From an optimization exercise on the open Yosys and OpenROAD flow, aimed at small area; shortcuts taken in it are not production practice. The RTL was checked by simulation tests, not by an equivalence proof against the original design. Power figures rest on the tool's default switching activity, not on a simulated workload.

Setup of the previous run:
==> flow/design.v <==
module clock_divider_channel #(
    parameter int CFG_W = 32
) (
    input  logic             clk_i,
    input  logic             reset_n_i,
    input  logic             enable_i,
    input  logic             sync_i,
    input  logic             cfg_we_i,
    input  logic [CFG_W-1:0] wr_wrp_i,
    input  logic [CFG_W-1:0] wr_rst_i,
    input  logic [CFG_W-1:0] wr_fl_i,
    input  logic             wr_hnz_i,
    input  logic             wr_rhi_i,
    output logic             pending_o,
    output logic             clock_o,
    output logic             rise_o,
    output logic             fall_o
);
    logic [CFG_W-1:0] sh_wrp_q, sh_rst_q, sh_fl_q;
    logic             sh_hnz_q, sh_rhi_q;
    logic [CFG_W-1:0] act_fl_q;
    logic             pending_q;
    logic [CFG_W-1:0] u_q, u_inc;
    logic [CFG_W:0]   u_cry;
    logic             clock_q, rise_q, fall_q;
    logic             en_q;
    logic             accept, restart, wrap, point, clock_d;
    always_comb begin
        accept  = cfg_we_i & ~pending_q;
        restart = enable_i & (~en_q | sync_i);
        u_cry[0] = 1'b1;
        for (int b = 0; b < CFG_W; b++) begin
            if (b % 4 == 0 && b > 0)
                u_cry[b] = u_cry[b-4] & (&u_q[b-1 -: 4]);
            u_inc[b] = u_q[b] ^ u_cry[b];
            if (b % 4 != 3)
                u_cry[b+1] = u_cry[b] & u_q[b];
        end
        u_cry[CFG_W] = u_cry[CFG_W-4] & (&u_q[CFG_W-1 -: 4]);
        wrap    = u_cry[CFG_W];
        point   = ~enable_i | restart | wrap;
        if (restart)   clock_d = sh_rhi_q;
        else if (wrap) clock_d = sh_hnz_q;
        else           clock_d = clock_q & (u_q != act_fl_q);
        clock_d = clock_d & enable_i;
    end
    always_ff @(posedge clk_i) begin
        if (!reset_n_i || accept) begin
            sh_wrp_q <= wr_wrp_i;
            sh_rst_q <= wr_rst_i;
            sh_fl_q  <= wr_fl_i;
            sh_hnz_q <= wr_hnz_i;
            sh_rhi_q <= wr_rhi_i;
        end
    end
    always_ff @(posedge clk_i) begin
        if (point) act_fl_q <= sh_fl_q;
    end
    always_ff @(posedge clk_i) begin
        u_q <= ({CFG_W{restart}} & sh_rst_q) | ({CFG_W{~restart}} & u_inc)
             | ({CFG_W{~restart & wrap}} & sh_wrp_q);
    end
    always_ff @(posedge clk_i) begin
        if (!reset_n_i) begin
            pending_q <= 1'b0;
            clock_q   <= 1'b0;
            rise_q    <= 1'b0;
            fall_q    <= 1'b0;
            en_q      <= 1'b0;
        end else begin
            pending_q <= accept | (pending_q & ~point);
            clock_q   <= clock_d;
            rise_q    <= clock_d & ~clock_q;
            fall_q    <= ~clock_d & clock_q;
            en_q      <= enable_i;
        end
    end
    assign pending_o = pending_q;
    assign clock_o   = clock_q;
    assign rise_o    = rise_q;
    assign fall_o    = fall_q;
endmodule
module clock_divider_array
#(
    parameter int NCH            = 4,
    parameter int WIDTH          = 32,
    parameter int DEFAULT_PERIOD = 1000,
    parameter int CHW            = (NCH > 1) ? $clog2(NCH) : 1
) (
    input  logic             clk,
    input  logic             reset_n,
    input  logic [NCH-1:0]   enable,
    input  logic             sync,
    input  logic             cfg_valid,
    output logic             cfg_ready,
    input  logic [CHW-1:0]   cfg_ch,
    input  logic [WIDTH-1:0] cfg_period,
    input  logic [WIDTH-1:0] cfg_high,
    input  logic [WIDTH-1:0] cfg_phase,
    output logic [NCH-1:0]   pending,
    output logic [NCH-1:0]   clock,
    output logic [NCH-1:0]   rise,
    output logic [NCH-1:0]   fall
);
    localparam int NPAD  = 1 << CHW;
    localparam int CFG_W = 32;
    localparam logic [CFG_W-1:0] DEF_P      = DEFAULT_PERIOD;
    localparam logic [CFG_W-1:0] RST_PERIOD = (DEF_P < 2) ? 2 : DEF_P;
    localparam logic [CFG_W-1:0] RST_HIGH   = DEF_P >> 1;
    logic [NPAD-1:0]  pending_pad;
    logic [CFG_W-1:0] period_w, high_w, phase_w;
    logic [CFG_W-1:0] p_eff, np, h_eff, s_wrp, s_fp, s_hp;
    logic             f_ge_p, f_lt_h, ph_in;
    logic [CFG_W:0]   c_wrp, c_fp, c_hp, c_fh;
    logic [CFG_W:0]   t_fp, t_hp;
    logic [CFG_W-1:0] wr_wrp, wr_rst, wr_fl;
    logic             wr_hnz, wr_rhi;
    assign period_w = cfg_period;
    assign high_w   = cfg_high;
    assign phase_w  = cfg_phase;
    function automatic logic [CFG_W:0] add_cs(input logic [CFG_W-1:0] a,
                                              input logic [CFG_W-1:0] b,
                                              input logic cin);
        logic [CFG_W-1:0] x, s, s0, s1;
        logic [CFG_W:0]   c, c0, c1;
        x = a ^ b;
        c[0] = cin;
        for (int i = 0; i < (CFG_W/2); i++) begin
            s[i]   = c[i] ? ~x[i] : x[i];
            c[i+1] = x[i] ? c[i] : a[i];
        end
        c0[(CFG_W/2)] = 1'b0;
        c1[(CFG_W/2)] = 1'b1;
        for (int i = (CFG_W/2); i < CFG_W; i++) begin
            s0[i]   = c0[i] ? ~x[i] : x[i];
            s1[i]   = c1[i] ? ~x[i] : x[i];
            c0[i+1] = x[i] ? c0[i] : a[i];
            c1[i+1] = x[i] ? c1[i] : a[i];
            s[i]    = c[(CFG_W/2)] ? s1[i] : s0[i];
        end
        add_cs = {c[(CFG_W/2)] ? c1[CFG_W] : c0[CFG_W], s};
    endfunction
    always_comb begin
        p_eff = !reset_n ? RST_PERIOD : (period_w < 2) ? CFG_W'(2) : period_w;
        h_eff = !reset_n ? RST_HIGH   : high_w;
        np    = ~p_eff;
        c_wrp[0] = 1'b1;
        for (int b = 0; b < CFG_W; b++) begin
            if (b % 4 == 0 && b > 0)
                c_wrp[b] = c_wrp[b-4] & ~(|p_eff[b-1 -: 4]);
            s_wrp[b] = np[b] ^ c_wrp[b];
            if (b % 4 != 3)
                c_wrp[b+1] = c_wrp[b] & np[b];
        end
        c_wrp[CFG_W] = 1'b0;
        t_fp = add_cs(phase_w, np, 1'b1);
        c_fp[CFG_W] = t_fp[CFG_W];
        s_fp = t_fp[CFG_W-1:0];
        t_hp = add_cs(h_eff, np, 1'b0);
        c_hp[CFG_W] = t_hp[CFG_W];
        s_hp = t_hp[CFG_W-1:0];
        c_fh[0] = 1'b1;
        for (int b = 0; b < CFG_W; b++)
            c_fh[b+1] = (phase_w[b] ^ h_eff[b]) ? phase_w[b] : c_fh[b];
        f_ge_p = c_fp[CFG_W];
        f_lt_h = ~c_fh[CFG_W];
        ph_in  = ~f_ge_p & reset_n;
        wr_wrp = s_wrp;
        wr_rst = ph_in ? s_fp : s_wrp;
        wr_fl  = s_hp;
        wr_hnz = (h_eff != 0);
        wr_rhi = ph_in ? f_lt_h : wr_hnz;
    end
    always_comb begin
        pending_pad          = '0;
        pending_pad[NCH-1:0] = pending;
        cfg_ready            = ~pending_pad[cfg_ch];
    end
    for (genvar i = 0; i < NCH; i++) begin : g_ch
        clock_divider_channel #(
            .CFG_W (CFG_W)
        ) u_ch (
            .clk_i      (clk),
            .reset_n_i  (reset_n),
            .enable_i   (enable[i]),
            .sync_i     (sync),
            .cfg_we_i   (cfg_valid & (cfg_ch == CHW'(i))),
            .wr_wrp_i   (wr_wrp),
            .wr_rst_i   (wr_rst),
            .wr_fl_i    (wr_fl),
            .wr_hnz_i   (wr_hnz),
            .wr_rhi_i   (wr_rhi),
            .pending_o  (pending[i]),
            .clock_o    (clock[i]),
            .rise_o     (rise[i]),
            .fall_o     (fall[i])
        );
    end
endmodule
export LEC_CHECK = 0
export ABC_AREA = 1
export CAP_MARGIN = 20
export CORE_MARGIN = 2
export CORE_UTILIZATION = 65
export SLEW_MARGIN = 20
create_clock -name core_clock -period 7.0 [get_ports {clk}]
standard.sh (not shown) runs the stock make flow with config.mk's settings and CLKGATE_MAP_FILE= SYNTH_SCRIPT=/design/flow/synth_recipe.tcl, a recipe that flattens the netlist after the stock synthesis.
==> flow/flow/run.sh <==
#!/bin/bash
# Layout flow: the standard ORFS flow (standard.sh: its synthesis,
# floorplan, power grid, placement, routing and finishing unchanged), with
# three settings of how the layout is built:
#  - the buffer that buffer_ports puts on every input and output port is
#    sky130_fd_sc_hd__buf_1 instead of the cell it picks by default;
#  - clock tree synthesis clusters up to 8 flip-flops within 40 um under
#    one sky130_fd_sc_hd__clkbuf_4 and builds the tree from that buffer;
#  - clock tree synthesis inserts no dummy loads.
# make's full output is in make.log here, and each ORFS step's log is in
# orfs/logs/.
set -euo pipefail
bash standard.sh \
  "BUFFER_PORTS_ARGS=-buffer_cell sky130_fd_sc_hd__buf_1" \
  "CTS_ARGS=-sink_clustering_enable -repair_clock_nets -dont_use_dummy_load -buf_list sky130_fd_sc_hd__clkbuf_4 -sink_clustering_size 8 -sink_clustering_max_diameter 40" \
  finish > make.log 2>&1
The previous run did not stop at any stage, and its layout met the timing, design-rule and antenna checks.
Here is what was changed in the inputs of the current run compared with the previous run.
diff --git a/flow/design.v b/flow/design.v
--- a/flow/design.v
+++ b/flow/design.v
@@ -56,10 +56,11 @@
     always_ff @(posedge clk_i) begin
         if (point) act_fl_q <= sh_fl_q;
     end
     always_ff @(posedge clk_i) begin
-        u_q <= ({CFG_W{restart}} & sh_rst_q) | ({CFG_W{~restart}} & u_inc)
-             | ({CFG_W{~restart & wrap}} & sh_wrp_q);
+        if (restart)   u_q <= sh_rst_q;
+        else if (wrap) u_q <= sh_wrp_q;
+        else           u_q <= u_inc;
     end
     always_ff @(posedge clk_i) begin
         if (!reset_n_i) begin
             pending_q <= 1'b0;
@@ -111,36 +112,14 @@
     logic [CFG_W-1:0] period_w, high_w, phase_w;
     logic [CFG_W-1:0] p_eff, np, h_eff, s_wrp, s_fp, s_hp;
     logic             f_ge_p, f_lt_h, ph_in;
     logic [CFG_W:0]   c_wrp, c_fp, c_hp, c_fh;
-    logic [CFG_W:0]   t_fp, t_hp;
+    logic [CFG_W-1:0] x_fp, x_hp;
     logic [CFG_W-1:0] wr_wrp, wr_rst, wr_fl;
     logic             wr_hnz, wr_rhi;
     assign period_w = cfg_period;
     assign high_w   = cfg_high;
     assign phase_w  = cfg_phase;
-    function automatic logic [CFG_W:0] add_cs(input logic [CFG_W-1:0] a,
-                                              input logic [CFG_W-1:0] b,
-                                              input logic cin);
-        logic [CFG_W-1:0] x, s, s0, s1;
-        logic [CFG_W:0]   c, c0, c1;
-        x = a ^ b;
-        c[0] = cin;
-        for (int i = 0; i < (CFG_W/2); i++) begin
-            s[i]   = c[i] ? ~x[i] : x[i];
-            c[i+1] = x[i] ? c[i] : a[i];
-        end
-        c0[(CFG_W/2)] = 1'b0;
-        c1[(CFG_W/2)] = 1'b1;
-        for (int i = (CFG_W/2); i < CFG_W; i++) begin
-            s0[i]   = c0[i] ? ~x[i] : x[i];
-            s1[i]   = c1[i] ? ~x[i] : x[i];
-            c0[i+1] = x[i] ? c0[i] : a[i];
-            c1[i+1] = x[i] ? c1[i] : a[i];
-            s[i]    = c[(CFG_W/2)] ? s1[i] : s0[i];
-        end
-        add_cs = {c[(CFG_W/2)] ? c1[CFG_W] : c0[CFG_W], s};
-    endfunction
     always_comb begin
         p_eff = !reset_n ? RST_PERIOD : (period_w < 2) ? CFG_W'(2) : period_w;
         h_eff = !reset_n ? RST_HIGH   : high_w;
         np    = ~p_eff;
@@ -152,14 +131,20 @@
             if (b % 4 != 3)
                 c_wrp[b+1] = c_wrp[b] & np[b];
         end
         c_wrp[CFG_W] = 1'b0;
-        t_fp = add_cs(phase_w, np, 1'b1);
-        c_fp[CFG_W] = t_fp[CFG_W];
-        s_fp = t_fp[CFG_W-1:0];
-        t_hp = add_cs(h_eff, np, 1'b0);
-        c_hp[CFG_W] = t_hp[CFG_W];
-        s_hp = t_hp[CFG_W-1:0];
+        c_fp[0] = 1'b1;
+        for (int b = 0; b < CFG_W; b++) begin
+            x_fp[b]    = phase_w[b] ^ np[b];
+            s_fp[b]    = c_fp[b] ? ~x_fp[b] : x_fp[b];
+            c_fp[b+1]  = x_fp[b] ? c_fp[b] : phase_w[b];
+        end
+        c_hp[0] = 1'b0;
+        for (int b = 0; b < CFG_W; b++) begin
+            x_hp[b]    = h_eff[b] ^ np[b];
+            s_hp[b]    = c_hp[b] ? ~x_hp[b] : x_hp[b];
+            c_hp[b+1]  = x_hp[b] ? c_hp[b] : h_eff[b];
+        end
         c_fh[0] = 1'b1;
         for (int b = 0; b < CFG_W; b++)
             c_fh[b+1] = (phase_w[b] ^ h_eff[b]) ? phase_w[b] : c_fh[b];
         f_ge_p = c_fp[CFG_W];
Findings:
Taking the previous run as the reference, in the current run worst setup slack after layout went down, filler cell count went down, core utilization went up. In the tables for the previous run and the current run, die area reads lower with the current run. First-iteration DRC count delta (the current run − the previous run): favourable. Switching component of the power (the current run vs. the previous run) decreases by a little under 10%. The current run vs. the previous run: total wire length rose by about 0.4%, total power fell by 3.3%.

static timing again, ports no longer ideal:
No port has a modelled driver above. Below, the same layouts with a new extraction and two added sets of constraints.
Step 1 assumes that a clkbuf_16 drives the clock port and a buf_2 every other input.
Step 2 moves the port delays by t, midway between the first and last clock arrival at a register: inputs arrive t later, outputs are due t later. That takes back most of the time a late clock gives input paths.
a / b / c = no drivers / after step 1 / after step 2; a / b = the first two.
run | t, ns | slack for setup (ns) | worst setup path after step 2 | slew at the worst register clock pin (ns)
the previous run | 0.845 | 1.209 / 1.230 / 0.385 | input to register | 0.10 / 0.10
the current run | 0.879 | 0.667 / 0.702 / -0.177 | input to register | 0.10 / 0.10
With both steps, setup timing fails in the current run, where it was met with ideal ports. The setup slack of the current run, which loses most, moves by +0.035 ns with the drivers and by -0.844 ns with both steps.
